This design comes from an exercise in tuning for small area on the open sky130 flow, not from production work.
In this exercise RTL edits were held to simulation tests only and were not proved equivalent to the original.
Power and IR drop assume default switching activity.

==> flow/design.v, too long to show whole: its modules and the start of the top module <==
// module dru_fa: 4 lines
// module dru_ha: 4 lines
// module decimal_rounding_unit_core: 1314 lines
module decimal_rounding_unit_core (
  input  logic        clk_i,
  input  logic        rst_ni,
  input  logic        start_i,
  output logic        busy_o,
  input  logic [50:0] in_i,
  output logic        done_o,
  output logic [48:0] result_o,
  input  logic        cfg_we_i,
  input  logic [2:0]  cfg_data_i
);
  // ...
==> flow/run.sh <==
#!/bin/bash
# synth_recipe.tcl (not shown) runs the flow's synth.tcl, then flattens the netlist and writes it again
# the make line also repeats each setting of config.mk as NAME=value (left out here)
make -C /OpenROAD-flow-scripts/flow DESIGN_CONFIG=/design/flow/config.mk WORK_HOME=/design/flow/orfs CLKGATE_MAP_FILE= SYNTH_SCRIPT=/design/flow/synth_recipe.tcl finish
==> flow/config.mk <==
export PLATFORM = sky130hd
export DESIGN_NAME = decimal_rounding_unit_core
export DESIGN_NICKNAME = decimal_rounding_unit_core
export VERILOG_FILES = /design/flow/design.v
export SDC_FILE = /design/flow/constraint.sdc
export NUM_CORES = 4
export LEC_CHECK = 0
export CAP_MARGIN = 20
export CORE_MARGIN = 2
export CORE_UTILIZATION = 40
export SETUP_SLACK_MARGIN = 0.2
export SLEW_MARGIN = 20
export SYNTH_HIERARCHICAL = 1
==> flow/constraint.sdc <==
create_clock -name core_clock -period 6.0 [get_ports {clk_i}]
set_input_delay 1.2000 -clock core_clock [delete_from_list [all_inputs] [get_ports {clk_i}]]
set_output_delay 1.2000 -clock core_clock [all_outputs]
set_load 0.01 [all_outputs]
==> summary.txt, run 1 <==
- Synthesized cell area: 0.0211 mm^2
- Final core utilization: around half
- Final TNS setup: 0 ps
- Crit path from: in_i[37]
- CTS buffer count: 31
- Ys Warns: 7
- Syn Area/Cell: 10.1 um^2
- Status: finished clean
- Synth top area share: between 20 and 30%
- Initial drt markers: between 1500 and 2000
- Critical Path AT: 6240 ps
- HPWL after detailed placement: 57800 um
- Gr usage total: a little over a quarter
- Final hold vios: 0
- Worst Max-Slew Pin Slew: 996 ps
- CP Capture Point: va_s1[16]$_DFF_P_
- #FFs+latches synth: between 200 and 300
- Non-clock inverters: 129
- Ys flop type: dfxtp_1
- Vias in the first global route: between 15000 and 20000
- Drt first pass iters: 5
- Finished Layout Cells: between 3000 and 4000
- Psw: 7.65 mW
- Worst Setup End Kind: flip-flop
- Syn Inst Count: 2081
- Fraction of layout cells with a size suffix above 1: 21.4%
- Post-synthesis adder-cell area fraction: approximately 34%
- Sequential share of cell area: 21.9%
- CTS clk-pin slew, worst paths: 60 ps
- Routed length per instance: 23.6 um
- CTS tree: built
==> run 2, diff against run 1 <==
--- a/flow/design.v
+++ b/flow/design.v
@@ -4,16 +4,23 @@
 module dru_fa(input logic a, input logic b, input logic c, output logic s, output logic co);
   assign s = a ^ b ^ c;
   assign co = (a & b) | (a & c) | (b & c);
 endmodule
 module dru_ha(input logic a, input logic b, output logic s, output logic co);
   assign s = a ^ b;
   assign co = a & b;
 endmodule
+module dru_gp(input logic g1, input logic p1, input logic g0, input logic p0, output logic g, output logic p);
+  assign g = g1 | (p1 & g0);
+  assign p = p1 & p0;
+endmodule
+module dru_g(input logic g1, input logic p1, input logic g0, output logic g);
+  assign g = g1 | (p1 & g0);
+endmodule
 `timescale 1ns / 1ps
 module decimal_rounding_unit_core (
   input  logic        clk_i,
   input  logic        rst_ni,
   input  logic        start_i,
   output logic        busy_o,
   input  logic [50:0] in_i,
   output logic        done_o,
@@ -272,99 +279,124 @@
   dru_fa u_s1_227 (.a(s1_160), .b(s1_197), .c(s1_196), .s(s1_227), .co(s1_228));
   wire s1_229, s1_230;
   dru_fa u_s1_229 (.a(s1_164), .b(s1_199), .c(s1_198), .s(s1_229), .co(s1_230));
   wire s1_231, s1_232;
   dru_fa u_s1_231 (.a(s1_170), .b(s1_168), .c(s1_200), .s(s1_231), .co(s1_232));
   wire s1_233, s1_234;
   dru_ha u_s1_233 (.a(s1_201), .b(s1_171), .s(s1_233), .co(s1_234));
   wire s1_235, s1_236;
-  dru_fa u_s1_235 (.a(s1_202), .b(s1_203), .c(s1_234), .s(s1_235), .co(s1_236));
+  dru_ha u_s1_235 (.a(s1_202), .b(s1_203), .s(s1_235), .co(s1_236));
   wire s1_237, s1_238;
-  dru_fa u_s1_237 (.a(s1_204), .b(s1_205), .c(s1_236), .s(s1_237), .co(s1_238));
+  dru_ha u_s1_237 (.a(s1_204), .b(s1_205), .s(s1_237), .co(s1_238));
   wire s1_239, s1_240;
   dru_ha u_s1_239 (.a(s1_206), .b(s1_207), .s(s1_239), .co(s1_240));
   wire s1_241, s1_242;
-  dru_fa u_s1_241 (.a(s1_208), .b(s1_209), .c(s1_240), .s(s1_241), .co(s1_242));
+  dru_ha u_s1_241 (.a(s1_208), .b(s1_209), .s(s1_241), .co(s1_242));
   wire s1_243, s1_244;
-  dru_fa u_s1_243 (.a(s1_210), .b(s1_211), .c(s1_242), .s(s1_243), .co(s1_244));
-  wire s1_245 = ~(s1_206 ^ s1_207);
-  wire s1_246 = s1_206 | s1_207;
+  dru_ha u_s1_243 (.a(s1_210), .b(s1_211), .s(s1_243), .co(s1_244));
+  wire s1_245, s1_246;
+  dru_ha u_s1_245 (.a(s1_212), .b(s1_213), .s(s1_245), .co(s1_246));
   wire s1_247, s1_248;
-  dru_fa u_s1_247 (.a(s1_208), .b(s1_209), .c(s1_246), .s(s1_247), .co(s1_248));
+  dru_ha u_s1_247 (.a(s1_214), .b(s1_215), .s(s1_247), .co(s1_248));
   wire s1_249, s1_250;
-  dru_fa u_s1_249 (.a(s1_210), .b(s1_211), .c(s1_248), .s(s1_249), .co(s1_250));
-  wire s1_251 = s1_238 ? s1_245 : s1_239;
-  wire s1_252 = s1_238 ? s1_247 : s1_241;
-  wire s1_253 = s1_238 ? s1_249 : s1_243;
-  wire s1_254 = s1_238 ? s1_250 : s1_244;
+  dru_ha u_s1_249 (.a(s1_216), .b(s1_217), .s(s1_249), .co(s1_250));
+  wire s1_251, s1_252;
+  dru_ha u_s1_251 (.a(s1_218), .b(s1_219), .s(s1_251), .co(s1_252));
+  wire s1_253, s1_254;
+  dru_ha u_s1_253 (.a(s1_220), .b(s1_221), .s(s1_253), .co(s1_254));
   wire s1_255, s1_256;
-  dru_ha u_s1_255 (.a(s1_212), .b(s1_213), .s(s1_255), .co(s1_256));
+  dru_ha u_s1_255 (.a(s1_222), .b(s1_223), .s(s1_255), .co(s1_256));
   wire s1_257, s1_258;
-  dru_fa u_s1_257 (.a(s1_214), .b(s1_215), .c(s1_256), .s(s1_257), .co(s1_258));
+  dru_ha u_s1_257 (.a(s1_224), .b(s1_225), .s(s1_257), .co(s1_258));
   wire s1_259, s1_260;
-  dru_fa u_s1_259 (.a(s1_216), .b(s1_217), .c(s1_258), .s(s1_259), .co(s1_260));
+  dru_ha u_s1_259 (.a(s1_226), .b(s1_227), .s(s1_259), .co(s1_260));
   wire s1_261, s1_262;
-  dru_fa u_s1_261 (.a(s1_218), .b(s1_219), .c(s1_260), .s(s1_261), .co(s1_262));
-  wire s1_263 = ~(s1_212 ^ s1_213);
-  wire s1_264 = s1_212 | s1_213;
-  wire s1_265, s1_266;
-  dru_fa u_s1_265 (.a(s1_214), .b(s1_215), .c(s1_264), .s(s1_265), .co(s1_266));
+  dru_ha u_s1_261 (.a(s1_228), .b(s1_229), .s(s1_261), .co(s1_262));
+  wire s1_263, s1_264;
+  dru_ha u_s1_263 (.a(s1_230), .b(s1_231), .s(s1_263), .co(s1_264));
+  wire s1_265 = s1_234;
+  wire s1_266 = s1_233 & 1'b0;
   wire s1_267, s1_268;
-  dru_fa u_s1_267 (.a(s1_216), .b(s1_217), .c(s1_266), .s(s1_267), .co(s1_268));
+  dru_gp u_s1_267 (.g1(s1_238), .p1(s1_237), .g0(s1_236), .p0(s1_235), .g(s1_267), .p(s1_268));
   wire s1_269, s1_270;
-  dru_fa u_s1_269 (.a(s1_218), .b(s1_219), .c(s1_268), .s(s1_269), .co(s1_270));
-  wire s1_271 = s1_254 ? s1_263 : s1_255;
-  wire s1_272 = s1_254 ? s1_265 : s1_257;
-  wire s1_273 = s1_254 ? s1_267 : s1_259;
-  wire s1_274 = s1_254 ? s1_269 : s1_261;
-  wire s1_275 = s1_254 ? s1_270 : s1_262;
-  wire s1_276, s1_277;
-  dru_ha u_s1_276 (.a(s1_220), .b(s1_221), .s(s1_276), .co(s1_277));
-  wire s1_278, s1_279;
-  dru_fa u_s1_278 (.a(s1_222), .b(s1_223), .c(s1_277), .s(s1_278), .co(s1_279));
-  wire s1_280, s1_281;
-  dru_fa u_s1_280 (.a(s1_224), .b(s1_225), .c(s1_279), .s(s1_280), .co(s1_281));
-  wire s1_282, s1_283;
-  dru_fa u_s1_282 (.a(s1_226), .b(s1_227), .c(s1_281), .s(s1_282), .co(s1_283));
-  wire s1_284, s1_285;
-  dru_fa u_s1_284 (.a(s1_228), .b(s1_229), .c(s1_283), .s(s1_284), .co(s1_285));
-  wire s1_286 = ~(s1_220 ^ s1_221);
-  wire s1_287 = s1_220 | s1_221;
-  wire s1_288, s1_289;
-  dru_fa u_s1_288 (.a(s1_222), .b(s1_223), .c(s1_287), .s(s1_288), .co(s1_289));
-  wire s1_290, s1_291;
-  dru_fa u_s1_290 (.a(s1_224), .b(s1_225), .c(s1_289), .s(s1_290), .co(s1_291));
-  wire s1_292, s1_293;
-  dru_fa u_s1_292 (.a(s1_226), .b(s1_227), .c(s1_291), .s(s1_292), .co(s1_293));
-  wire s1_294, s1_295;
-  dru_fa u_s1_294 (.a(s1_228), .b(s1_229), .c(s1_293), .s(s1_294), .co(s1_295));
-  wire s1_296 = s1_275 ? s1_286 : s1_276;
-  wire s1_297 = s1_275 ? s1_288 : s1_278;
-  wire s1_298 = s1_275 ? s1_290 : s1_280;
-  wire s1_299 = s1_275 ? s1_292 : s1_282;
-  wire s1_300 = s1_275 ? s1_294 : s1_284;
-  wire s1_301 = s1_275 ? s1_295 : s1_285;
-  wire s1_302, s1_303;
-  dru_ha u_s1_302 (.a(s1_230), .b(s1_231), .s(s1_302), .co(s1_303));
-  wire s1_304, s1_305;
-  dru_fa u_s1_304 (.a(s1_232), .b(1'b0), .c(s1_303), .s(s1_304), .co(s1_305));
-  wire s1_306, s1_307;
-  dru_fa u_s1_306 (.a(1'b0), .b(1'b0), .c(s1_305), .s(s1_306), .co(s1_307));
-  wire s1_308 = ~(s1_230 ^ s1_231);
-  wire s1_309 = s1_230 | s1_231;
-  wire s1_310, s1_311;
-  dru_fa u_s1_310 (.a(s1_232), .b(1'b0), .c(s1_309), .s(s1_310), .co(s1_311));
-  wire s1_312, s1_313;
-  dru_fa u_s1_312 (.a(1'b0), .b(1'b0), .c(s1_311), .s(s1_312), .co(s1_313));
-  wire s1_314 = s1_301 ? s1_308 : s1_302;
-  wire s1_315 = s1_301 ? s1_310 : s1_304;
-  wire s1_316 = s1_301 ? s1_312 : s1_306;
-  wire s1_317 = s1_301 ? s1_313 : s1_307;
-  assign s1 = {s1_316, s1_315, s1_314, s1_300, s1_299, s1_298, s1_297, s1_296, s1_274, s1_273, s1_272, s1_271, s1_253, s1_252, s1_251, s1_237, s1_235, s1_233};
+  dru_gp u_s1_269 (.g1(s1_242), .p1(s1_241), .g0(s1_240), .p0(s1_239), .g(s1_269), .p(s1_270));
+  wire s1_271, s1_272;
+  dru_gp u_s1_271 (.g1(s1_246), .p1(s1_245), .g0(s1_244), .p0(s1_243), .g(s1_271), .p(s1_272));
+  wire s1_273, s1_274;
+  dru_gp u_s1_273 (.g1(s1_250), .p1(s1_249), .g0(s1_248), .p0(s1_247), .g(s1_273), .p(s1_274));
+  wire s1_275, s1_276;
+  dru_gp u_s1_275 (.g1(s1_254), .p1(s1_253), .g0(s1_252), .p0(s1_251), .g(s1_275), .p(s1_276));
+  wire s1_277, s1_278;
+  dru_gp u_s1_277 (.g1(s1_258), .p1(s1_257), .g0(s1_256), .p0(s1_255), .g(s1_277), .p(s1_278));
+  wire s1_279, s1_280;
+  dru_gp u_s1_279 (.g1(s1_262), .p1(s1_261), .g0(s1_260), .p0(s1_259), .g(s1_279), .p(s1_280));
+  wire s1_281, s1_282;
+  dru_gp u_s1_281 (.g1(1'b0), .p1(s1_232), .g0(s1_264), .p0(s1_263), .g(s1_281), .p(s1_282));
+  wire s1_283, s1_284;
+  dru_gp u_s1_283 (.g1(s1_267), .p1(s1_268), .g0(s1_265), .p0(s1_266), .g(s1_283), .p(s1_284));
+  wire s1_285, s1_286;
+  dru_gp u_s1_285 (.g1(s1_271), .p1(s1_272), .g0(s1_269), .p0(s1_270), .g(s1_285), .p(s1_286));
+  wire s1_287, s1_288;
+  dru_gp u_s1_287 (.g1(s1_275), .p1(s1_276), .g0(s1_273), .p0(s1_274), .g(s1_287), .p(s1_288));
+  wire s1_289, s1_290;
+  dru_gp u_s1_289 (.g1(s1_279), .p1(s1_280), .g0(s1_277), .p0(s1_278), .g(s1_289), .p(s1_290));
+  wire s1_291, s1_292;
+  dru_gp u_s1_291 (.g1(s1_285), .p1(s1_286), .g0(s1_283), .p0(s1_284), .g(s1_291), .p(s1_292));
+  wire s1_293, s1_294;
+  dru_gp u_s1_293 (.g1(s1_289), .p1(s1_290), .g0(s1_287), .p0(s1_288), .g(s1_293), .p(s1_294));
+  wire s1_295, s1_296;
+  dru_gp u_s1_295 (.g1(s1_293), .p1(s1_294), .g0(s1_291), .p0(s1_292), .g(s1_295), .p(s1_296));
+  wire s1_297, s1_298;
+  dru_gp u_s1_297 (.g1(s1_287), .p1(s1_288), .g0(s1_291), .p0(s1_292), .g(s1_297), .p(s1_298));
+  wire s1_299, s1_300;
+  dru_gp u_s1_299 (.g1(s1_269), .p1(s1_270), .g0(s1_283), .p0(s1_284), .g(s1_299), .p(s1_300));
+  wire s1_301, s1_302;
+  dru_gp u_s1_301 (.g1(s1_273), .p1(s1_274), .g0(s1_291), .p0(s1_292), .g(s1_301), .p(s1_302));
+  wire s1_303, s1_304;
+  dru_gp u_s1_303 (.g1(s1_277), .p1(s1_278), .g0(s1_297), .p0(s1_298), .g(s1_303), .p(s1_304));
+  wire s1_305, s1_306;
+  dru_gp u_s1_305 (.g1(s1_281), .p1(s1_282), .g0(s1_295), .p0(s1_296), .g(s1_305), .p(s1_306));
+  wire s1_307;
+  dru_g u_s1_307 (.g1(s1_236), .p1(s1_235), .g0(s1_265), .g(s1_307));
+  wire s1_309;
+  dru_g u_s1_309 (.g1(s1_240), .p1(s1_239), .g0(s1_283), .g(s1_309));
+  wire s1_311;
+  dru_g u_s1_311 (.g1(s1_244), .p1(s1_243), .g0(s1_299), .g(s1_311));
+  wire s1_313;
+  dru_g u_s1_313 (.g1(s1_248), .p1(s1_247), .g0(s1_291), .g(s1_313));
+  wire s1_315;
+  dru_g u_s1_315 (.g1(s1_252), .p1(s1_251), .g0(s1_301), .g(s1_315));
+  wire s1_317;
+  dru_g u_s1_317 (.g1(s1_256), .p1(s1_255), .g0(s1_297), .g(s1_317));
+  wire s1_319;
+  dru_g u_s1_319 (.g1(s1_260), .p1(s1_259), .g0(s1_303), .g(s1_319));
+  wire s1_321;
+  dru_g u_s1_321 (.g1(s1_264), .p1(s1_263), .g0(s1_295), .g(s1_321));
+  wire s1_323;
+  dru_g u_s1_323 (.g1(1'b0), .p1(1'b0), .g0(s1_305), .g(s1_323));
+  wire s1_325 = s1_233 ^ 1'b0;
+  wire s1_326 = s1_235 ^ s1_265;
+  wire s1_327 = s1_237 ^ s1_307;
+  wire s1_328 = s1_239 ^ s1_283;
+  wire s1_329 = s1_241 ^ s1_309;
+  wire s1_330 = s1_243 ^ s1_299;
+  wire s1_331 = s1_245 ^ s1_311;
+  wire s1_332 = s1_247 ^ s1_291;
+  wire s1_333 = s1_249 ^ s1_313;
+  wire s1_334 = s1_251 ^ s1_301;
+  wire s1_335 = s1_253 ^ s1_315;
+  wire s1_336 = s1_255 ^ s1_297;
+  wire s1_337 = s1_257 ^ s1_317;
+  wire s1_338 = s1_259 ^ s1_303;
+  wire s1_339 = s1_261 ^ s1_319;
+  wire s1_340 = s1_263 ^ s1_295;
+  wire s1_341 = s1_232 ^ s1_321;
+  wire s1_342 = 1'b0 ^ s1_305;
+  assign s1 = {s1_342, s1_341, s1_340, s1_339, s1_338, s1_337, s1_336, s1_335, s1_334, s1_333, s1_332, s1_331, s1_330, s1_329, s1_328, s1_327, s1_326, s1_325};
   logic        va_q;
   logic [47:0] va_v;
   logic [2:0]  va_md;
   logic [17:0] va_s1;
   always_ff @(posedge clk_i or negedge rst_ni) begin
     if (!rst_ni) va_q <= 1'b0;
     else va_q <= start_i;
   end
@@ -659,116 +691,149 @@
   dru_fa u_s2_281 (.a(s2_103), .b(s2_243), .c(s2_242), .s(s2_281), .co(s2_282));
   wire s2_283, s2_284;
   dru_fa u_s2_283 (.a(s2_106), .b(s2_245), .c(s2_244), .s(s2_283), .co(s2_284));
   wire s2_285, s2_286;
   dru_fa u_s2_285 (.a(s2_109), .b(s2_247), .c(s2_246), .s(s2_285), .co(s2_286));
   wire s2_287, s2_288;
   dru_ha u_s2_287 (.a(s2_112), .b(s2_248), .s(s2_287), .co(s2_288));
   wire s2_289, s2_290;
-  dru_ha u_s2_289 (.a(s2_1), .b(1'b0), .s(s2_289), .co(s2_290));
+  dru_ha u_s2_289 (.a(s2_249), .b(s2_211), .s(s2_289), .co(s2_290));
   wire s2_291, s2_292;
-  dru_fa u_s2_291 (.a(s2_249), .b(s2_211), .c(s2_290), .s(s2_291), .co(s2_292));
+  dru_ha u_s2_291 (.a(s2_250), .b(s2_251), .s(s2_291), .co(s2_292));
   wire s2_293, s2_294;
-  dru_fa u_s2_293 (.a(s2_250), .b(s2_251), .c(s2_292), .s(s2_293), .co(s2_294));
+  dru_ha u_s2_293 (.a(s2_252), .b(s2_253), .s(s2_293), .co(s2_294));
   wire s2_295, s2_296;
-  dru_ha u_s2_295 (.a(s2_252), .b(s2_253), .s(s2_295), .co(s2_296));
+  dru_ha u_s2_295 (.a(s2_254), .b(s2_255), .s(s2_295), .co(s2_296));
   wire s2_297, s2_298;
-  dru_fa u_s2_297 (.a(s2_254), .b(s2_255), .c(s2_296), .s(s2_297), .co(s2_298));
+  dru_ha u_s2_297 (.a(s2_256), .b(s2_257), .s(s2_297), .co(s2_298));
   wire s2_299, s2_300;
-  dru_fa u_s2_299 (.a(s2_256), .b(s2_257), .c(s2_298), .s(s2_299), .co(s2_300));
-  wire s2_301 = ~(s2_252 ^ s2_253);
-  wire s2_302 = s2_252 | s2_253;
+  dru_ha u_s2_299 (.a(s2_258), .b(s2_259), .s(s2_299), .co(s2_300));
+  wire s2_301, s2_302;
+  dru_ha u_s2_301 (.a(s2_260), .b(s2_261), .s(s2_301), .co(s2_302));
   wire s2_303, s2_304;
-  dru_fa u_s2_303 (.a(s2_254), .b(s2_255), .c(s2_302), .s(s2_303), .co(s2_304));
+  dru_ha u_s2_303 (.a(s2_262), .b(s2_263), .s(s2_303), .co(s2_304));
   wire s2_305, s2_306;
-  dru_fa u_s2_305 (.a(s2_256), .b(s2_257), .c(s2_304), .s(s2_305), .co(s2_306));
-  wire s2_307 = s2_294 ? s2_301 : s2_295;
-  wire s2_308 = s2_294 ? s2_303 : s2_297;
-  wire s2_309 = s2_294 ? s2_305 : s2_299;
-  wire s2_310 = s2_294 ? s2_306 : s2_300;
+  dru_ha u_s2_305 (.a(s2_264), .b(s2_265), .s(s2_305), .co(s2_306));
+  wire s2_307, s2_308;
+  dru_ha u_s2_307 (.a(s2_266), .b(s2_267), .s(s2_307), .co(s2_308));
+  wire s2_309, s2_310;
+  dru_ha u_s2_309 (.a(s2_268), .b(s2_269), .s(s2_309), .co(s2_310));
   wire s2_311, s2_312;
-  dru_ha u_s2_311 (.a(s2_258), .b(s2_259), .s(s2_311), .co(s2_312));
+  dru_ha u_s2_311 (.a(s2_270), .b(s2_271), .s(s2_311), .co(s2_312));
   wire s2_313, s2_314;
-  dru_fa u_s2_313 (.a(s2_260), .b(s2_261), .c(s2_312), .s(s2_313), .co(s2_314));
+  dru_ha u_s2_313 (.a(s2_272), .b(s2_273), .s(s2_313), .co(s2_314));
   wire s2_315, s2_316;
-  dru_fa u_s2_315 (.a(s2_262), .b(s2_263), .c(s2_314), .s(s2_315), .co(s2_316));
+  dru_ha u_s2_315 (.a(s2_274), .b(s2_275), .s(s2_315), .co(s2_316));
   wire s2_317, s2_318;
-  dru_fa u_s2_317 (.a(s2_264), .b(s2_265), .c(s2_316), .s(s2_317), .co(s2_318));
-  wire s2_319 = ~(s2_258 ^ s2_259);
-  wire s2_320 = s2_258 | s2_259;
+  dru_ha u_s2_317 (.a(s2_276), .b(s2_277), .s(s2_317), .co(s2_318));
+  wire s2_319, s2_320;
+  dru_ha u_s2_319 (.a(s2_278), .b(s2_279), .s(s2_319), .co(s2_320));
   wire s2_321, s2_322;
-  dru_fa u_s2_321 (.a(s2_260), .b(s2_261), .c(s2_320), .s(s2_321), .co(s2_322));
+  dru_ha u_s2_321 (.a(s2_280), .b(s2_281), .s(s2_321), .co(s2_322));
   wire s2_323, s2_324;
-  dru_fa u_s2_323 (.a(s2_262), .b(s2_263), .c(s2_322), .s(s2_323), .co(s2_324));
+  dru_ha u_s2_323 (.a(s2_282), .b(s2_283), .s(s2_323), .co(s2_324));
   wire s2_325, s2_326;
-  dru_fa u_s2_325 (.a(s2_264), .b(s2_265), .c(s2_324), .s(s2_325), .co(s2_326));
-  wire s2_327 = s2_310 ? s2_319 : s2_311;
-  wire s2_328 = s2_310 ? s2_321 : s2_313;
-  wire s2_329 = s2_310 ? s2_323 : s2_315;
-  wire s2_330 = s2_310 ? s2_325 : s2_317;
-  wire s2_331 = s2_310 ? s2_326 : s2_318;
-  wire s2_332, s2_333;
-  dru_ha u_s2_332 (.a(s2_266), .b(s2_267), .s(s2_332), .co(s2_333));
-  wire s2_334, s2_335;
-  dru_fa u_s2_334 (.a(s2_268), .b(s2_269), .c(s2_333), .s(s2_334), .co(s2_335));
-  wire s2_336, s2_337;
-  dru_fa u_s2_336 (.a(s2_270), .b(s2_271), .c(s2_335), .s(s2_336), .co(s2_337));
-  wire s2_338, s2_339;
-  dru_fa u_s2_338 (.a(s2_272), .b(s2_273), .c(s2_337), .s(s2_338), .co(s2_339));
-  wire s2_340, s2_341;
-  dru_fa u_s2_340 (.a(s2_274), .b(s2_275), .c(s2_339), .s(s2_340), .co(s2_341));
-  wire s2_342 = ~(s2_266 ^ s2_267);
-  wire s2_343 = s2_266 | s2_267;
-  wire s2_344, s2_345;
-  dru_fa u_s2_344 (.a(s2_268), .b(s2_269), .c(s2_343), .s(s2_344), .co(s2_345));
-  wire s2_346, s2_347;
-  dru_fa u_s2_346 (.a(s2_270), .b(s2_271), .c(s2_345), .s(s2_346), .co(s2_347));
-  wire s2_348, s2_349;
-  dru_fa u_s2_348 (.a(s2_272), .b(s2_273), .c(s2_347), .s(s2_348), .co(s2_349));
-  wire s2_350, s2_351;
-  dru_fa u_s2_350 (.a(s2_274), .b(s2_275), .c(s2_349), .s(s2_350), .co(s2_351));
-  wire s2_352 = s2_331 ? s2_342 : s2_332;
-  wire s2_353 = s2_331 ? s2_344 : s2_334;
-  wire s2_354 = s2_331 ? s2_346 : s2_336;
-  wire s2_355 = s2_331 ? s2_348 : s2_338;
-  wire s2_356 = s2_331 ? s2_350 : s2_340;
-  wire s2_357 = s2_331 ? s2_351 : s2_341;
-  wire s2_358, s2_359;
-  dru_ha u_s2_358 (.a(s2_276), .b(s2_277), .s(s2_358), .co(s2_359));
-  wire s2_360, s2_361;
-  dru_fa u_s2_360 (.a(s2_278), .b(s2_279), .c(s2_359), .s(s2_360), .co(s2_361));
-  wire s2_362, s2_363;
-  dru_fa u_s2_362 (.a(s2_280), .b(s2_281), .c(s2_361), .s(s2_362), .co(s2_363));
-  wire s2_364, s2_365;
-  dru_fa u_s2_364 (.a(s2_282), .b(s2_283), .c(s2_363), .s(s2_364), .co(s2_365));
-  wire s2_366, s2_367;
-  dru_fa u_s2_366 (.a(s2_284), .b(s2_285), .c(s2_365), .s(s2_366), .co(s2_367));
-  wire s2_368, s2_369;
-  dru_fa u_s2_368 (.a(s2_286), .b(s2_287), .c(s2_367), .s(s2_368), .co(s2_369));
-  wire s2_370 = ~(s2_276 ^ s2_277);
-  wire s2_371 = s2_276 | s2_277;
-  wire s2_372, s2_373;
-  dru_fa u_s2_372 (.a(s2_278), .b(s2_279), .c(s2_371), .s(s2_372), .co(s2_373));
-  wire s2_374, s2_375;
-  dru_fa u_s2_374 (.a(s2_280), .b(s2_281), .c(s2_373), .s(s2_374), .co(s2_375));
-  wire s2_376, s2_377;
-  dru_fa u_s2_376 (.a(s2_282), .b(s2_283), .c(s2_375), .s(s2_376), .co(s2_377));
-  wire s2_378, s2_379;
-  dru_fa u_s2_378 (.a(s2_284), .b(s2_285), .c(s2_377), .s(s2_378), .co(s2_379));
-  wire s2_380, s2_381;
-  dru_fa u_s2_380 (.a(s2_286), .b(s2_287), .c(s2_379), .s(s2_380), .co(s2_381));
-  wire s2_382 = s2_357 ? s2_370 : s2_358;
-  wire s2_383 = s2_357 ? s2_372 : s2_360;
-  wire s2_384 = s2_357 ? s2_374 : s2_362;
-  wire s2_385 = s2_357 ? s2_376 : s2_364;
-  wire s2_386 = s2_357 ? s2_378 : s2_366;
-  wire s2_387 = s2_357 ? s2_380 : s2_368;
-  wire s2_388 = s2_357 ? s2_381 : s2_369;
-  assign tsum = {s2_387, s2_386, s2_385, s2_384, s2_383, s2_382, s2_356, s2_355, s2_354, s2_353, s2_352, s2_330, s2_329, s2_328, s2_327, s2_309, s2_308, s2_307, s2_293, s2_291, s2_289};
+  dru_ha u_s2_325 (.a(s2_284), .b(s2_285), .s(s2_325), .co(s2_326));
+  wire s2_327, s2_328;
+  dru_ha u_s2_327 (.a(s2_286), .b(s2_287), .s(s2_327), .co(s2_328));
+  wire s2_329 = 1'b0;
+  wire s2_330 = s2_1 & 1'b0;
+  wire s2_331, s2_332;
+  dru_gp u_s2_331 (.g1(s2_292), .p1(s2_291), .g0(s2_290), .p0(s2_289), .g(s2_331), .p(s2_332));
+  wire s2_333, s2_334;
+  dru_gp u_s2_333 (.g1(s2_296), .p1(s2_295), .g0(s2_294), .p0(s2_293), .g(s2_333), .p(s2_334));
+  wire s2_335, s2_336;
+  dru_gp u_s2_335 (.g1(s2_300), .p1(s2_299), .g0(s2_298), .p0(s2_297), .g(s2_335), .p(s2_336));
+  wire s2_337, s2_338;
+  dru_gp u_s2_337 (.g1(s2_304), .p1(s2_303), .g0(s2_302), .p0(s2_301), .g(s2_337), .p(s2_338));
+  wire s2_339, s2_340;
+  dru_gp u_s2_339 (.g1(s2_308), .p1(s2_307), .g0(s2_306), .p0(s2_305), .g(s2_339), .p(s2_340));
+  wire s2_341, s2_342;
+  dru_gp u_s2_341 (.g1(s2_312), .p1(s2_311), .g0(s2_310), .p0(s2_309), .g(s2_341), .p(s2_342));
+  wire s2_343, s2_344;
+  dru_gp u_s2_343 (.g1(s2_316), .p1(s2_315), .g0(s2_314), .p0(s2_313), .g(s2_343), .p(s2_344));
+  wire s2_345, s2_346;
+  dru_gp u_s2_345 (.g1(s2_320), .p1(s2_319), .g0(s2_318), .p0(s2_317), .g(s2_345), .p(s2_346));
+  wire s2_347, s2_348;
+  dru_gp u_s2_347 (.g1(s2_324), .p1(s2_323), .g0(s2_322), .p0(s2_321), .g(s2_347), .p(s2_348));
+  wire s2_349, s2_350;
+  dru_gp u_s2_349 (.g1(s2_328), .p1(s2_327), .g0(s2_326), .p0(s2_325), .g(s2_349), .p(s2_350));
+  wire s2_351, s2_352;
+  dru_gp u_s2_351 (.g1(s2_331), .p1(s2_332), .g0(s2_329), .p0(s2_330), .g(s2_351), .p(s2_352));
+  wire s2_353, s2_354;
+  dru_gp u_s2_353 (.g1(s2_335), .p1(s2_336), .g0(s2_333), .p0(s2_334), .g(s2_353), .p(s2_354));
+  wire s2_355, s2_356;
+  dru_gp u_s2_355 (.g1(s2_339), .p1(s2_340), .g0(s2_337), .p0(s2_338), .g(s2_355), .p(s2_356));
+  wire s2_357, s2_358;
+  dru_gp u_s2_357 (.g1(s2_343), .p1(s2_344), .g0(s2_341), .p0(s2_342), .g(s2_357), .p(s2_358));
+  wire s2_359, s2_360;
+  dru_gp u_s2_359 (.g1(s2_347), .p1(s2_348), .g0(s2_345), .p0(s2_346), .g(s2_359), .p(s2_360));
+  wire s2_361, s2_362;
+  dru_gp u_s2_361 (.g1(s2_353), .p1(s2_354), .g0(s2_351), .p0(s2_352), .g(s2_361), .p(s2_362));
+  wire s2_363, s2_364;
+  dru_gp u_s2_363 (.g1(s2_357), .p1(s2_358), .g0(s2_355), .p0(s2_356), .g(s2_363), .p(s2_364));
+  wire s2_365, s2_366;
+  dru_gp u_s2_365 (.g1(s2_363), .p1(s2_364), .g0(s2_361), .p0(s2_362), .g(s2_365), .p(s2_366));
+  wire s2_367, s2_368;
+  dru_gp u_s2_367 (.g1(s2_355), .p1(s2_356), .g0(s2_361), .p0(s2_362), .g(s2_367), .p(s2_368));
+  wire s2_369, s2_370;
+  dru_gp u_s2_369 (.g1(s2_359), .p1(s2_360), .g0(s2_365), .p0(s2_366), .g(s2_369), .p(s2_370));
+  wire s2_371, s2_372;
+  dru_gp u_s2_371 (.g1(s2_333), .p1(s2_334), .g0(s2_351), .p0(s2_352), .g(s2_371), .p(s2_372));
+  wire s2_373, s2_374;
+  dru_gp u_s2_373 (.g1(s2_337), .p1(s2_338), .g0(s2_361), .p0(s2_362), .g(s2_373), .p(s2_374));
+  wire s2_375, s2_376;
+  dru_gp u_s2_375 (.g1(s2_341), .p1(s2_342), .g0(s2_367), .p0(s2_368), .g(s2_375), .p(s2_376));
+  wire s2_377, s2_378;
+  dru_gp u_s2_377 (.g1(s2_345), .p1(s2_346), .g0(s2_365), .p0(s2_366), .g(s2_377), .p(s2_378));
+  wire s2_379;
+  dru_g u_s2_379 (.g1(s2_349), .p1(s2_350), .g0(s2_369), .g(s2_379));
+  wire s2_381;
+  dru_g u_s2_381 (.g1(s2_290), .p1(s2_289), .g0(s2_329), .g(s2_381));
+  wire s2_383;
+  dru_g u_s2_383 (.g1(s2_294), .p1(s2_293), .g0(s2_351), .g(s2_383));
+  wire s2_385;
+  dru_g u_s2_385 (.g1(s2_298), .p1(s2_297), .g0(s2_371), .g(s2_385));
+  wire s2_387;
+  dru_g u_s2_387 (.g1(s2_302), .p1(s2_301), .g0(s2_361), .g(s2_387));
+  wire s2_389;
+  dru_g u_s2_389 (.g1(s2_306), .p1(s2_305), .g0(s2_373), .g(s2_389));
+  wire s2_391;
+  dru_g u_s2_391 (.g1(s2_310), .p1(s2_309), .g0(s2_367), .g(s2_391));
+  wire s2_393;
+  dru_g u_s2_393 (.g1(s2_314), .p1(s2_313), .g0(s2_375), .g(s2_393));
+  wire s2_395;
+  dru_g u_s2_395 (.g1(s2_318), .p1(s2_317), .g0(s2_365), .g(s2_395));
+  wire s2_397;
+  dru_g u_s2_397 (.g1(s2_322), .p1(s2_321), .g0(s2_377), .g(s2_397));
+  wire s2_399;
+  dru_g u_s2_399 (.g1(s2_326), .p1(s2_325), .g0(s2_369), .g(s2_399));
+  wire s2_401 = s2_1 ^ 1'b0;
+  wire s2_402 = s2_289 ^ s2_329;
+  wire s2_403 = s2_291 ^ s2_381;
+  wire s2_404 = s2_293 ^ s2_351;
+  wire s2_405 = s2_295 ^ s2_383;
+  wire s2_406 = s2_297 ^ s2_371;
+  wire s2_407 = s2_299 ^ s2_385;
+  wire s2_408 = s2_301 ^ s2_361;
+  wire s2_409 = s2_303 ^ s2_387;
+  wire s2_410 = s2_305 ^ s2_373;
+  wire s2_411 = s2_307 ^ s2_389;
+  wire s2_412 = s2_309 ^ s2_367;
+  wire s2_413 = s2_311 ^ s2_391;
+  wire s2_414 = s2_313 ^ s2_375;
+  wire s2_415 = s2_315 ^ s2_393;
+  wire s2_416 = s2_317 ^ s2_365;
+  wire s2_417 = s2_319 ^ s2_395;
+  wire s2_418 = s2_321 ^ s2_377;
+  wire s2_419 = s2_323 ^ s2_397;
+  wire s2_420 = s2_325 ^ s2_369;
+  wire s2_421 = s2_327 ^ s2_399;
+  assign tsum = {s2_421, s2_420, s2_419, s2_418, s2_417, s2_416, s2_415, s2_414, s2_413, s2_412, s2_411, s2_410, s2_409, s2_408, s2_407, s2_406, s2_405, s2_404, s2_403, s2_402, s2_401};
   logic        vb_q;
   logic [47:0] vb_v;
   logic [2:0]  vb_md;
   logic [20:0] vb_t;
   always_ff @(posedge clk_i or negedge rst_ni) begin
     if (!rst_ni) vb_q <= 1'b0;
     else vb_q <= va_q;
   end
@@ -1165,132 +1230,170 @@
   wire s3_87, s3_88;
   dru_fa u_s3_87 (.a(s3_42), .b(s3_43), .c(cq[21]), .s(s3_87), .co(s3_88));
   wire s3_89, s3_90;
   dru_ha u_s3_89 (.a(s3_44), .b(1'b1), .s(s3_89), .co(s3_90));
   assign xa = {1'b1, s3_89, s3_87, s3_85, s3_83, s3_81, s3_79, s3_77, s3_75, s3_73, s3_71, s3_69, s3_67, s3_65, s3_63, s3_61, s3_59, s3_57, s3_55, s3_53, s3_51, s3_49, s3_47, s3_45};
   assign xb = {s3_90, s3_88, s3_86, s3_84, s3_82, s3_80, s3_78, s3_76, s3_74, s3_72, s3_70, s3_68, s3_66, s3_64, s3_62, s3_60, s3_58, s3_56, s3_54, s3_52, s3_50, s3_48, s3_46, 1'b0};
   wire [23:0] xsum;
   wire s4_1, s4_2;
-  dru_fa u_s4_1 (.a(xa[0]), .b(1'b0), .c(1'b1), .s(s4_1), .co(s4_2));
+  dru_ha u_s4_1 (.a(xa[1]), .b(xb[1]), .s(s4_1), .co(s4_2));
   wire s4_3, s4_4;
-  dru_fa u_s4_3 (.a(xa[1]), .b(xb[1]), .c(s4_2), .s(s4_3), .co(s4_4));
+  dru_ha u_s4_3 (.a(xa[2]), .b(xb[2]), .s(s4_3), .co(s4_4));
   wire s4_5, s4_6;
-  dru_fa u_s4_5 (.a(xa[2]), .b(xb[2]), .c(s4_4), .s(s4_5), .co(s4_6));
+  dru_ha u_s4_5 (.a(xa[3]), .b(xb[3]), .s(s4_5), .co(s4_6));
   wire s4_7, s4_8;
-  dru_ha u_s4_7 (.a(xa[3]), .b(xb[3]), .s(s4_7), .co(s4_8));
+  dru_ha u_s4_7 (.a(xa[4]), .b(xb[4]), .s(s4_7), .co(s4_8));
   wire s4_9, s4_10;
-  dru_fa u_s4_9 (.a(xa[4]), .b(xb[4]), .c(s4_8), .s(s4_9), .co(s4_10));
+  dru_ha u_s4_9 (.a(xa[5]), .b(xb[5]), .s(s4_9), .co(s4_10));
   wire s4_11, s4_12;
-  dru_fa u_s4_11 (.a(xa[5]), .b(xb[5]), .c(s4_10), .s(s4_11), .co(s4_12));
-  wire s4_13 = ~(xa[3] ^ xb[3]);
-  wire s4_14 = xa[3] | xb[3];
+  dru_ha u_s4_11 (.a(xa[6]), .b(xb[6]), .s(s4_11), .co(s4_12));
+  wire s4_13, s4_14;
+  dru_ha u_s4_13 (.a(xa[7]), .b(xb[7]), .s(s4_13), .co(s4_14));
   wire s4_15, s4_16;
-  dru_fa u_s4_15 (.a(xa[4]), .b(xb[4]), .c(s4_14), .s(s4_15), .co(s4_16));
+  dru_ha u_s4_15 (.a(xa[8]), .b(xb[8]), .s(s4_15), .co(s4_16));
   wire s4_17, s4_18;
-  dru_fa u_s4_17 (.a(xa[5]), .b(xb[5]), .c(s4_16), .s(s4_17), .co(s4_18));
-  wire s4_19 = s4_6 ? s4_13 : s4_7;
-  wire s4_20 = s4_6 ? s4_15 : s4_9;
-  wire s4_21 = s4_6 ? s4_17 : s4_11;
-  wire s4_22 = s4_6 ? s4_18 : s4_12;
+  dru_ha u_s4_17 (.a(xa[9]), .b(xb[9]), .s(s4_17), .co(s4_18));
+  wire s4_19, s4_20;
+  dru_ha u_s4_19 (.a(xa[10]), .b(xb[10]), .s(s4_19), .co(s4_20));
+  wire s4_21, s4_22;
+  dru_ha u_s4_21 (.a(xa[11]), .b(xb[11]), .s(s4_21), .co(s4_22));
   wire s4_23, s4_24;
-  dru_ha u_s4_23 (.a(xa[6]), .b(xb[6]), .s(s4_23), .co(s4_24));
+  dru_ha u_s4_23 (.a(xa[12]), .b(xb[12]), .s(s4_23), .co(s4_24));
   wire s4_25, s4_26;
-  dru_fa u_s4_25 (.a(xa[7]), .b(xb[7]), .c(s4_24), .s(s4_25), .co(s4_26));
+  dru_ha u_s4_25 (.a(xa[13]), .b(xb[13]), .s(s4_25), .co(s4_26));
   wire s4_27, s4_28;
-  dru_fa u_s4_27 (.a(xa[8]), .b(xb[8]), .c(s4_26), .s(s4_27), .co(s4_28));
+  dru_ha u_s4_27 (.a(xa[14]), .b(xb[14]), .s(s4_27), .co(s4_28));
   wire s4_29, s4_30;
-  dru_fa u_s4_29 (.a(xa[9]), .b(xb[9]), .c(s4_28), .s(s4_29), .co(s4_30));
-  wire s4_31 = ~(xa[6] ^ xb[6]);
-  wire s4_32 = xa[6] | xb[6];
+  dru_ha u_s4_29 (.a(xa[15]), .b(xb[15]), .s(s4_29), .co(s4_30));
+  wire s4_31, s4_32;
+  dru_ha u_s4_31 (.a(xa[16]), .b(xb[16]), .s(s4_31), .co(s4_32));
   wire s4_33, s4_34;
-  dru_fa u_s4_33 (.a(xa[7]), .b(xb[7]), .c(s4_32), .s(s4_33), .co(s4_34));
+  dru_ha u_s4_33 (.a(xa[17]), .b(xb[17]), .s(s4_33), .co(s4_34));
   wire s4_35, s4_36;
-  dru_fa u_s4_35 (.a(xa[8]), .b(xb[8]), .c(s4_34), .s(s4_35), .co(s4_36));
+  dru_ha u_s4_35 (.a(xa[18]), .b(xb[18]), .s(s4_35), .co(s4_36));
   wire s4_37, s4_38;
-  dru_fa u_s4_37 (.a(xa[9]), .b(xb[9]), .c(s4_36), .s(s4_37), .co(s4_38));
-  wire s4_39 = s4_22 ? s4_31 : s4_23;
-  wire s4_40 = s4_22 ? s4_33 : s4_25;
-  wire s4_41 = s4_22 ? s4_35 : s4_27;
-  wire s4_42 = s4_22 ? s4_37 : s4_29;
-  wire s4_43 = s4_22 ? s4_38 : s4_30;
-  wire s4_44, s4_45;
-  dru_ha u_s4_44 (.a(xa[10]), .b(xb[10]), .s(s4_44), .co(s4_45));
-  wire s4_46, s4_47;
-  dru_fa u_s4_46 (.a(xa[11]), .b(xb[11]), .c(s4_45), .s(s4_46), .co(s4_47));
-  wire s4_48, s4_49;
-  dru_fa u_s4_48 (.a(xa[12]), .b(xb[12]), .c(s4_47), .s(s4_48), .co(s4_49));
-  wire s4_50, s4_51;
-  dru_fa u_s4_50 (.a(xa[13]), .b(xb[13]), .c(s4_49), .s(s4_50), .co(s4_51));
-  wire s4_52, s4_53;
-  dru_fa u_s4_52 (.a(xa[14]), .b(xb[14]), .c(s4_51), .s(s4_52), .co(s4_53));
-  wire s4_54 = ~(xa[10] ^ xb[10]);
-  wire s4_55 = xa[10] | xb[10];
-  wire s4_56, s4_57;
-  dru_fa u_s4_56 (.a(xa[11]), .b(xb[11]), .c(s4_55), .s(s4_56), .co(s4_57));
-  wire s4_58, s4_59;
-  dru_fa u_s4_58 (.a(xa[12]), .b(xb[12]), .c(s4_57), .s(s4_58), .co(s4_59));
-  wire s4_60, s4_61;
-  dru_fa u_s4_60 (.a(xa[13]), .b(xb[13]), .c(s4_59), .s(s4_60), .co(s4_61));
-  wire s4_62, s4_63;
-  dru_fa u_s4_62 (.a(xa[14]), .b(xb[14]), .c(s4_61), .s(s4_62), .co(s4_63));
-  wire s4_64 = s4_43 ? s4_54 : s4_44;
-  wire s4_65 = s4_43 ? s4_56 : s4_46;
-  wire s4_66 = s4_43 ? s4_58 : s4_48;
-  wire s4_67 = s4_43 ? s4_60 : s4_50;
-  wire s4_68 = s4_43 ? s4_62 : s4_52;
-  wire s4_69 = s4_43 ? s4_63 : s4_53;
-  wire s4_70, s4_71;
-  dru_ha u_s4_70 (.a(xa[15]), .b(xb[15]), .s(s4_70), .co(s4_71));
-  wire s4_72, s4_73;
-  dru_fa u_s4_72 (.a(xa[16]), .b(xb[16]), .c(s4_71), .s(s4_72), .co(s4_73));
-  wire s4_74, s4_75;
-  dru_fa u_s4_74 (.a(xa[17]), .b(xb[17]), .c(s4_73), .s(s4_74), .co(s4_75));
-  wire s4_76, s4_77;
-  dru_fa u_s4_76 (.a(xa[18]), .b(xb[18]), .c(s4_75), .s(s4_76), .co(s4_77));
-  wire s4_78, s4_79;
-  dru_fa u_s4_78 (.a(xa[19]), .b(xb[19]), .c(s4_77), .s(s4_78), .co(s4_79));
-  wire s4_80, s4_81;
-  dru_fa u_s4_80 (.a(xa[20]), .b(xb[20]), .c(s4_79), .s(s4_80), .co(s4_81));
-  wire s4_82 = ~(xa[15] ^ xb[15]);
-  wire s4_83 = xa[15] | xb[15];
-  wire s4_84, s4_85;
-  dru_fa u_s4_84 (.a(xa[16]), .b(xb[16]), .c(s4_83), .s(s4_84), .co(s4_85));
-  wire s4_86, s4_87;
-  dru_fa u_s4_86 (.a(xa[17]), .b(xb[17]), .c(s4_85), .s(s4_86), .co(s4_87));
-  wire s4_88, s4_89;
-  dru_fa u_s4_88 (.a(xa[18]), .b(xb[18]), .c(s4_87), .s(s4_88), .co(s4_89));
-  wire s4_90, s4_91;
-  dru_fa u_s4_90 (.a(xa[19]), .b(xb[19]), .c(s4_89), .s(s4_90), .co(s4_91));
-  wire s4_92, s4_93;
-  dru_fa u_s4_92 (.a(xa[20]), .b(xb[20]), .c(s4_91), .s(s4_92), .co(s4_93));
-  wire s4_94 = s4_69 ? s4_82 : s4_70;
-  wire s4_95 = s4_69 ? s4_84 : s4_72;
-  wire s4_96 = s4_69 ? s4_86 : s4_74;
-  wire s4_97 = s4_69 ? s4_88 : s4_76;
-  wire s4_98 = s4_69 ? s4_90 : s4_78;
-  wire s4_99 = s4_69 ? s4_92 : s4_80;
-  wire s4_100 = s4_69 ? s4_93 : s4_81;
+  dru_ha u_s4_37 (.a(xa[19]), .b(xb[19]), .s(s4_37), .co(s4_38));
+  wire s4_39, s4_40;
+  dru_ha u_s4_39 (.a(xa[20]), .b(xb[20]), .s(s4_39), .co(s4_40));
+  wire s4_41, s4_42;
+  dru_ha u_s4_41 (.a(xa[21]), .b(xb[21]), .s(s4_41), .co(s4_42));
+  wire s4_43, s4_44;
+  dru_ha u_s4_43 (.a(xa[22]), .b(xb[22]), .s(s4_43), .co(s4_44));
+  wire s4_45, s4_46;
+  dru_ha u_s4_45 (.a(xa[23]), .b(xb[23]), .s(s4_45), .co(s4_46));
+  wire s4_47, s4_48;
+  dru_gp u_s4_47 (.g1(1'b0), .p1(xa[0]), .g0(1'b1), .p0(1'b0), .g(s4_47), .p(s4_48));
+  wire s4_49, s4_50;
+  dru_gp u_s4_49 (.g1(s4_4), .p1(s4_3), .g0(s4_2), .p0(s4_1), .g(s4_49), .p(s4_50));
+  wire s4_51, s4_52;
+  dru_gp u_s4_51 (.g1(s4_8), .p1(s4_7), .g0(s4_6), .p0(s4_5), .g(s4_51), .p(s4_52));
+  wire s4_53, s4_54;
+  dru_gp u_s4_53 (.g1(s4_12), .p1(s4_11), .g0(s4_10), .p0(s4_9), .g(s4_53), .p(s4_54));
+  wire s4_55, s4_56;
+  dru_gp u_s4_55 (.g1(s4_16), .p1(s4_15), .g0(s4_14), .p0(s4_13), .g(s4_55), .p(s4_56));
+  wire s4_57, s4_58;
+  dru_gp u_s4_57 (.g1(s4_20), .p1(s4_19), .g0(s4_18), .p0(s4_17), .g(s4_57), .p(s4_58));
+  wire s4_59, s4_60;
+  dru_gp u_s4_59 (.g1(s4_24), .p1(s4_23), .g0(s4_22), .p0(s4_21), .g(s4_59), .p(s4_60));
+  wire s4_61, s4_62;
+  dru_gp u_s4_61 (.g1(s4_28), .p1(s4_27), .g0(s4_26), .p0(s4_25), .g(s4_61), .p(s4_62));
+  wire s4_63, s4_64;
+  dru_gp u_s4_63 (.g1(s4_32), .p1(s4_31), .g0(s4_30), .p0(s4_29), .g(s4_63), .p(s4_64));
+  wire s4_65, s4_66;
+  dru_gp u_s4_65 (.g1(s4_36), .p1(s4_35), .g0(s4_34), .p0(s4_33), .g(s4_65), .p(s4_66));
+  wire s4_67, s4_68;
+  dru_gp u_s4_67 (.g1(s4_40), .p1(s4_39), .g0(s4_38), .p0(s4_37), .g(s4_67), .p(s4_68));
+  wire s4_69, s4_70;
+  dru_gp u_s4_69 (.g1(s4_44), .p1(s4_43), .g0(s4_42), .p0(s4_41), .g(s4_69), .p(s4_70));
+  wire s4_71, s4_72;
+  dru_gp u_s4_71 (.g1(s4_49), .p1(s4_50), .g0(s4_47), .p0(s4_48), .g(s4_71), .p(s4_72));
+  wire s4_73, s4_74;
+  dru_gp u_s4_73 (.g1(s4_53), .p1(s4_54), .g0(s4_51), .p0(s4_52), .g(s4_73), .p(s4_74));
+  wire s4_75, s4_76;
+  dru_gp u_s4_75 (.g1(s4_57), .p1(s4_58), .g0(s4_55), .p0(s4_56), .g(s4_75), .p(s4_76));
+  wire s4_77, s4_78;
+  dru_gp u_s4_77 (.g1(s4_61), .p1(s4_62), .g0(s4_59), .p0(s4_60), .g(s4_77), .p(s4_78));
+  wire s4_79, s4_80;
+  dru_gp u_s4_79 (.g1(s4_65), .p1(s4_66), .g0(s4_63), .p0(s4_64), .g(s4_79), .p(s4_80));
+  wire s4_81, s4_82;
+  dru_gp u_s4_81 (.g1(s4_69), .p1(s4_70), .g0(s4_67), .p0(s4_68), .g(s4_81), .p(s4_82));
+  wire s4_83, s4_84;
+  dru_gp u_s4_83 (.g1(s4_73), .p1(s4_74), .g0(s4_71), .p0(s4_72), .g(s4_83), .p(s4_84));
+  wire s4_85, s4_86;
+  dru_gp u_s4_85 (.g1(s4_77), .p1(s4_78), .g0(s4_75), .p0(s4_76), .g(s4_85), .p(s4_86));
+  wire s4_87, s4_88;
+  dru_gp u_s4_87 (.g1(s4_81), .p1(s4_82), .g0(s4_79), .p0(s4_80), .g(s4_87), .p(s4_88));
+  wire s4_89, s4_90;
+  dru_gp u_s4_89 (.g1(s4_85), .p1(s4_86), .g0(s4_83), .p0(s4_84), .g(s4_89), .p(s4_90));
+  wire s4_91, s4_92;
+  dru_gp u_s4_91 (.g1(s4_87), .p1(s4_88), .g0(s4_89), .p0(s4_90), .g(s4_91), .p(s4_92));
+  wire s4_93, s4_94;
+  dru_gp u_s4_93 (.g1(s4_75), .p1(s4_76), .g0(s4_83), .p0(s4_84), .g(s4_93), .p(s4_94));
+  wire s4_95, s4_96;
+  dru_gp u_s4_95 (.g1(s4_79), .p1(s4_80), .g0(s4_89), .p0(s4_90), .g(s4_95), .p(s4_96));
+  wire s4_97, s4_98;
+  dru_gp u_s4_97 (.g1(s4_51), .p1(s4_52), .g0(s4_71), .p0(s4_72), .g(s4_97), .p(s4_98));
+  wire s4_99, s4_100;
+  dru_gp u_s4_99 (.g1(s4_55), .p1(s4_56), .g0(s4_83), .p0(s4_84), .g(s4_99), .p(s4_100));
   wire s4_101, s4_102;
-  dru_ha u_s4_101 (.a(xa[21]), .b(xb[21]), .s(s4_101), .co(s4_102));
+  dru_gp u_s4_101 (.g1(s4_59), .p1(s4_60), .g0(s4_93), .p0(s4_94), .g(s4_101), .p(s4_102));
   wire s4_103, s4_104;
-  dru_fa u_s4_103 (.a(xa[22]), .b(xb[22]), .c(s4_102), .s(s4_103), .co(s4_104));
+  dru_gp u_s4_103 (.g1(s4_63), .p1(s4_64), .g0(s4_89), .p0(s4_90), .g(s4_103), .p(s4_104));
   wire s4_105, s4_106;
-  dru_fa u_s4_105 (.a(xa[23]), .b(xb[23]), .c(s4_104), .s(s4_105), .co(s4_106));
-  wire s4_107 = ~(xa[21] ^ xb[21]);
-  wire s4_108 = xa[21] | xb[21];
-  wire s4_109, s4_110;
-  dru_fa u_s4_109 (.a(xa[22]), .b(xb[22]), .c(s4_108), .s(s4_109), .co(s4_110));
-  wire s4_111, s4_112;
-  dru_fa u_s4_111 (.a(xa[23]), .b(xb[23]), .c(s4_110), .s(s4_111), .co(s4_112));
-  wire s4_113 = s4_100 ? s4_107 : s4_101;
-  wire s4_114 = s4_100 ? s4_109 : s4_103;
-  wire s4_115 = s4_100 ? s4_111 : s4_105;
-  wire s4_116 = s4_100 ? s4_112 : s4_106;
-  assign xsum = {s4_115, s4_114, s4_113, s4_99, s4_98, s4_97, s4_96, s4_95, s4_94, s4_68, s4_67, s4_66, s4_65, s4_64, s4_42, s4_41, s4_40, s4_39, s4_21, s4_20, s4_19, s4_5, s4_3, s4_1};
+  dru_gp u_s4_105 (.g1(s4_67), .p1(s4_68), .g0(s4_95), .p0(s4_96), .g(s4_105), .p(s4_106));
+  wire s4_107;
+  dru_g u_s4_107 (.g1(s4_2), .p1(s4_1), .g0(s4_47), .g(s4_107));
+  wire s4_109;
+  dru_g u_s4_109 (.g1(s4_6), .p1(s4_5), .g0(s4_71), .g(s4_109));
+  wire s4_111;
+  dru_g u_s4_111 (.g1(s4_10), .p1(s4_9), .g0(s4_97), .g(s4_111));
+  wire s4_113;
+  dru_g u_s4_113 (.g1(s4_14), .p1(s4_13), .g0(s4_83), .g(s4_113));
+  wire s4_115;
+  dru_g u_s4_115 (.g1(s4_18), .p1(s4_17), .g0(s4_99), .g(s4_115));
+  wire s4_117;
+  dru_g u_s4_117 (.g1(s4_22), .p1(s4_21), .g0(s4_93), .g(s4_117));
+  wire s4_119;
+  dru_g u_s4_119 (.g1(s4_26), .p1(s4_25), .g0(s4_101), .g(s4_119));
+  wire s4_121;
+  dru_g u_s4_121 (.g1(s4_30), .p1(s4_29), .g0(s4_89), .g(s4_121));
+  wire s4_123;
+  dru_g u_s4_123 (.g1(s4_34), .p1(s4_33), .g0(s4_103), .g(s4_123));
+  wire s4_125;
+  dru_g u_s4_125 (.g1(s4_38), .p1(s4_37), .g0(s4_95), .g(s4_125));
+  wire s4_127;
+  dru_g u_s4_127 (.g1(s4_42), .p1(s4_41), .g0(s4_105), .g(s4_127));
+  wire s4_129;
+  dru_g u_s4_129 (.g1(s4_46), .p1(s4_45), .g0(s4_91), .g(s4_129));
+  wire s4_131 = xa[0] ^ 1'b1;
+  wire s4_132 = s4_1 ^ s4_47;
+  wire s4_133 = s4_3 ^ s4_107;
+  wire s4_134 = s4_5 ^ s4_71;
+  wire s4_135 = s4_7 ^ s4_109;
+  wire s4_136 = s4_9 ^ s4_97;
+  wire s4_137 = s4_11 ^ s4_111;
+  wire s4_138 = s4_13 ^ s4_83;
+  wire s4_139 = s4_15 ^ s4_113;
+  wire s4_140 = s4_17 ^ s4_99;
+  wire s4_141 = s4_19 ^ s4_115;
+  wire s4_142 = s4_21 ^ s4_93;
+  wire s4_143 = s4_23 ^ s4_117;
+  wire s4_144 = s4_25 ^ s4_101;
+  wire s4_145 = s4_27 ^ s4_119;
+  wire s4_146 = s4_29 ^ s4_89;
+  wire s4_147 = s4_31 ^ s4_121;
+  wire s4_148 = s4_33 ^ s4_103;
+  wire s4_149 = s4_35 ^ s4_123;
+  wire s4_150 = s4_37 ^ s4_95;
+  wire s4_151 = s4_39 ^ s4_125;
+  wire s4_152 = s4_41 ^ s4_105;
+  wire s4_153 = s4_43 ^ s4_127;
+  wire s4_154 = s4_45 ^ s4_91;
+  assign xsum = {s4_154, s4_153, s4_152, s4_151, s4_150, s4_149, s4_148, s4_147, s4_146, s4_145, s4_144, s4_143, s4_142, s4_141, s4_140, s4_139, s4_138, s4_137, s4_136, s4_135, s4_134, s4_133, s4_132, s4_131};
   wire ovfi = (w[47:22] == 26'h1ffffff);
   wire ovfd = (w[47:22] == 26'h2000000);
   logic        vd_q;
   logic [23:0] vd_x;
   logic [25:0] vd_hi;
   logic        vd_oi, vd_od;
   always_ff @(posedge clk_i or negedge rst_ni) begin
     if (!rst_ni) vd_q <= 1'b0;
==> flow/config.mk (replaced) <==
export PLATFORM = sky130hd
export DESIGN_NAME = decimal_rounding_unit_core
export DESIGN_NICKNAME = decimal_rounding_unit_core
export VERILOG_FILES = /design/flow/design.v
export SDC_FILE = /design/flow/constraint.sdc
export NUM_CORES = 4
export LEC_CHECK = 0
export CAP_MARGIN = 20
export CORE_MARGIN = 2
export CORE_UTILIZATION = 40
export CTS_BUF_LIST = sky130_fd_sc_hd__clkbuf_4 sky130_fd_sc_hd__clkbuf_8
export GPL_TIMING_DRIVEN = 0
export SETUP_SLACK_MARGIN = 0.1
export SLEW_MARGIN = 20
export SYNTH_HIERARCHICAL = 1
==> summary.txt, run 2 <==
- Status: finished clean (unchanged)
- Fin Hold WS: 313 ps (was 320 ps)
- CTS tree: built (unchanged)
- Die span in y: 231 um (was 234 um)
- FF-to-FF End: vc_e$_DFF_P_ (was vd_x[22]$_DFF_P_)
- Grt total ovfl: 0 (unchanged)
- Fraction of layout cells with a size suffix above 1: 13.0% (was 21.4%)
- CTS buffer count: 46 (was 31)
- Final Worst Setup Slack: 163 ps (was 250 ps)
- Multi-input logic area: 0.0143 mm^2 (was 0.0149 mm^2)
- Post-DRT Antenna Nets: 0 (unchanged)
- Syn Area/Cell: 9.83 um^2 (was 10.1 um^2)
- First-pass GRT wire length: 111000 um (was 110000 um)
- Dpl ws: -1650 ps (was -759 ps)
- Via count: 17700 (was 17500)
- Synthesis-to-layout area growth: 18.8% (was 24.5%)
- Worst Setup Start Kind: flip-flop (was input pin)
- CTS H-tree lvls: 2 (was 1)
- Crit-path cells: buf_4 > buf_4 > o21a_1 > nor2_1 > or4b_2 > o2111ai_2 > nand2_1 > a22oi_2 > a21bo_4 > nand2_8 > ha_2 > buf_6 > buf_4 > nor2_1 > nor2_1 > a221oi_1 > nor4_1 > or4_1 > or4_4 > or4_4 > nor4_4 (was clkdlybuf4s50_1 > inv_1 > ha_1 > fa_1 > fa_1 > fa_1 > fa_2 > fa_1 > fa_2 > fa_2 > fa_1 > mux2i_4 > mux2_4)
- Power Dens Cells: 599 mW/mm^2 (was 654 mW/mm^2)
- Initial drt markers: 1513 (was 1641)
- # fillers: 4836 (was 4847)
- # rows: 83 (was 84)
- Synthesized cell area: 0.0205 mm^2 (was 0.0211 mm^2)
- Clk root buf: clkbuf_8 (was clkbuf_16)
- Clock insertion delay at the later pin of the skew report: 610 ps (about the same)
- Final wirelength: 74000 um (was 73100 um)
- Gr usage total: 27.7% (was 26.8%)
- Final Critical Period: 5840 ps (was 5750 ps)
- Vias per cell: 5.88 (was 5.65)
- Final period util: 97.3% (was 95.8%)
- Largest net degree at the start of global routing: 15 (was 44)
- Most frequent cells in the layout: 262 x dfxtp_1, 217 x fa_1, 153 x a21o_1 (was 266 x dfxtp_1, 266 x fa_1, 241 x buf_4)
- HPWL after detailed placement: 58500 um (was 57800 um)
- Vias in the first global route: 17900 (was 18100)
- Largest regs: va_v (48), vb_v (48), vc_v (48) (unchanged)
- Power Total: 14.6 mW (was 17.2 mW)
- Final Wtd Congestion: 0.999 (was 0.988)
- Worst Max-Slew Pin Slew: 1130 ps (was 996 ps)
- Max Cap Viol: 0 (unchanged)
- Most common cell after layout, fill and taps aside: dfxtp_1
- Final Skew: 33.2 ps (was 35.0 ps)
- # DRC: 0 (unchanged)
- Worst Setup End Kind: flip-flop (unchanged)
- Max Slew Vio Count: 0 (unchanged)
- Routed length per instance: 24.6 um (was 23.6 um)
- Critical Path AT: 6340 ps (was 6240 ps)
- Top delay family on crit path: simple AND/OR/NAND/NOR gates (was adder cells)
- Worst slew margin: 24.4% (was 31.9%)
- Final hold vios: 0 (unchanged)
- Inst Count DP: 2897 (was 3019)
- Initial Utilization: 40.2% (was 40.3%)
- CTS Buffer Depth: 3 (unchanged)
- Initial antenna violation count: 4 (was 3)
- Critical path's slowest cell: or4b_2 (was fa_1)
- Core footprint: 0.0510 mm^2 (was 0.0523 mm^2)
- CTS Hold Bufs: 0 (unchanged)
- Worst Hold Class: reg -> reg (unchanged)
- Die Wd: 231 um (was 234 um)
- Max Fclk: 171 MHz (was 174 MHz)
- Syn Inst Count: 2087 (was 2081)
- Layout Nets: 2671 (was 2828)
- Hold Crit Depth: 0 (unchanged)
- Die ar.: 0.0531 mm^2 (was 0.0546 mm^2)
- IO buf count: 107 (unchanged)
- Critical path required time: 6510 ps (was 6490 ps)
- Buf/Inv on CP: 4 (was 2)
- Reg area: 0.00576 mm^2 (was 0.00575 mm^2)
- Clock sink total: 284 (unchanged)
- Final setup fails: 0 (unchanged)
- RSZ-0062 raised after global routing: true (unchanged)
- Worst VDD drop: 725 uV (was 1060 uV)
- CTS clk-pin slew, worst paths: 60 ps (about the same)
- HP Start: vb_v[32]$_DFF_P_ (was vb_v[21]$_DFF_P_)
- Ys Warns: 7 (unchanged)
- Lkg Pwr: 11.0 nW (was 11.2 nW)
- I/O pin total: 109 (unchanged)
- Hold Path End: vc_v[32]$_DFF_P_ (was vc_v[21]$_DFF_P_)
- CP Max Fanout: 10 (was 3)
- Critical setup path kind: reg -> reg (was in -> reg)
- Crit path largest cell delay: 610 ps (was 580 ps)
- Worst reg2reg path startpoint: vb_t[6]$_DFF_P_ (unchanged)
- R2R cell count: 21 (was 24)
- Slack of the worst reg-to-reg path: 160 ps (was 300 ps)
- Finished Layout Cells: 3004 (was 3096)
- Drt first pass iters: 6 (was 5)
- Stages on the worst setup path: 21 (was 13)
-- run 2: layout make-up --
class / instances / area share (%)
multi-input cells: 1605 / 58.5
clock buffers: 70 / 3.59
plain buffers: 128 / 3.28
diodes: 1 / 0.0103
inverters: 91 / 1.46
clock inverters: 16 / 0.867
flip-flops and latches: 284 / 23.6
repair buffers: 129 / 5.13
well taps: 680 / 3.49
-- run 2: metal layers --
| metal | global-route usage, % | vias to the layer above | part of all wire [%] |
|---|---|---|---|
| met4 | 13.9 | 0 | 5.1 |
| met1 | 34.6 | 8746 | 40 |
| li1 | - | 7847 | - |
| met5 | 0 | - | 0 |
| met3 | 3.98 | 205 | 6.8 |
| met2 | 46.8 | 866 | 48 |
-- run 2: worst max-delay path by stage --
| stage | slack (ps) | start | to |
|---|---|---|---|
| 3_5_place_dp | -1650 | vb_t[13]$_DFF_P_ | vc_e$_DFF_P_ |
| 6_report | 160 | vb_t[6]$_DFF_P_ | vc_e$_DFF_P_ |
| 4_1_cts | 80 | vb_t[16]$_DFF_P_ | vc_e$_DFF_P_ |
| 5_1_grt | 40 | vb_t[5]$_DFF_P_ | vc_e$_DFF_P_ |
| 2_1_floorplan | 370 | vb_t[5]$_DFF_P_ | vc_e$_DFF_P_ |
| 3_3_place_gp | -2410 | vb_t[5]$_DFF_P_ | vc_e$_DFF_P_ |
-- run 2: through the flow --
stage	setup TNS, ps	utilization, %	area (um^2)
final	0	47.8	24400
after global placement	-25320	44.2	22500
after CTS	0	47.3	24100
after global routing	0	47.8	24400
after detailed placement	-23610	44.2	22500
after floorplan	0	-	20600
-- run 2: report_power, final --
group / internal, mW / total (mW) / switching, mW / leakage, nW
registers: 2.43 / 2.87 / 0.443 / 2.43
logic: 4.22 / 9.84 / 5.63 / 8.00
clock network: 1.12 / 1.90 / 0.774 / 0.567
-- run 2: what timing repair did --
| action | 4_1_cts | 5_1_grt |
|---|---|---|
| pin swaps | 11 | 10 |
| cloned | 0 | 1 |
| buffers inserted | 12 | 10 |
| gates resized for setup | 149 | 73 |
| setup endpoints to repair | 36 | 13 |

-- port drivers added, routing unchanged --
How much do the figures lean on ideal ports? The routed layouts below were timed once more, with nothing changed but the port constraints.
Step 1, drivers: a clkbuf_16 drives clk_i and a buf_2 each remaining input, both assumed.
Step 2 times the ports against the registers' clock, not the clock port: input delays grow and output delays shrink by t, the midpoint of the rising clock arrivals with the driver on.
a / b / c = ideal / step 1 / step 2; a / b = the first two.
run | shift t [ns] | setup slack, ns | clock arrival spread, ns | slew at the worst register clock pin (ns)
run 1 | 0.650 | 0.250 / 0.283 / -0.367 | 0.036 / 0.036 | 0.08 / 0.08
run 2 | 0.643 | 0.163 / 0.163 / -0.380 | 0.034 / 0.033 | 0.07 / 0.07
With both steps, setup timing fails in run 1 and run 2, where it was met with ideal ports. The setup slack of run 1, which loses most, moves by +0.033 ns with the drivers and by -0.617 ns with both steps.
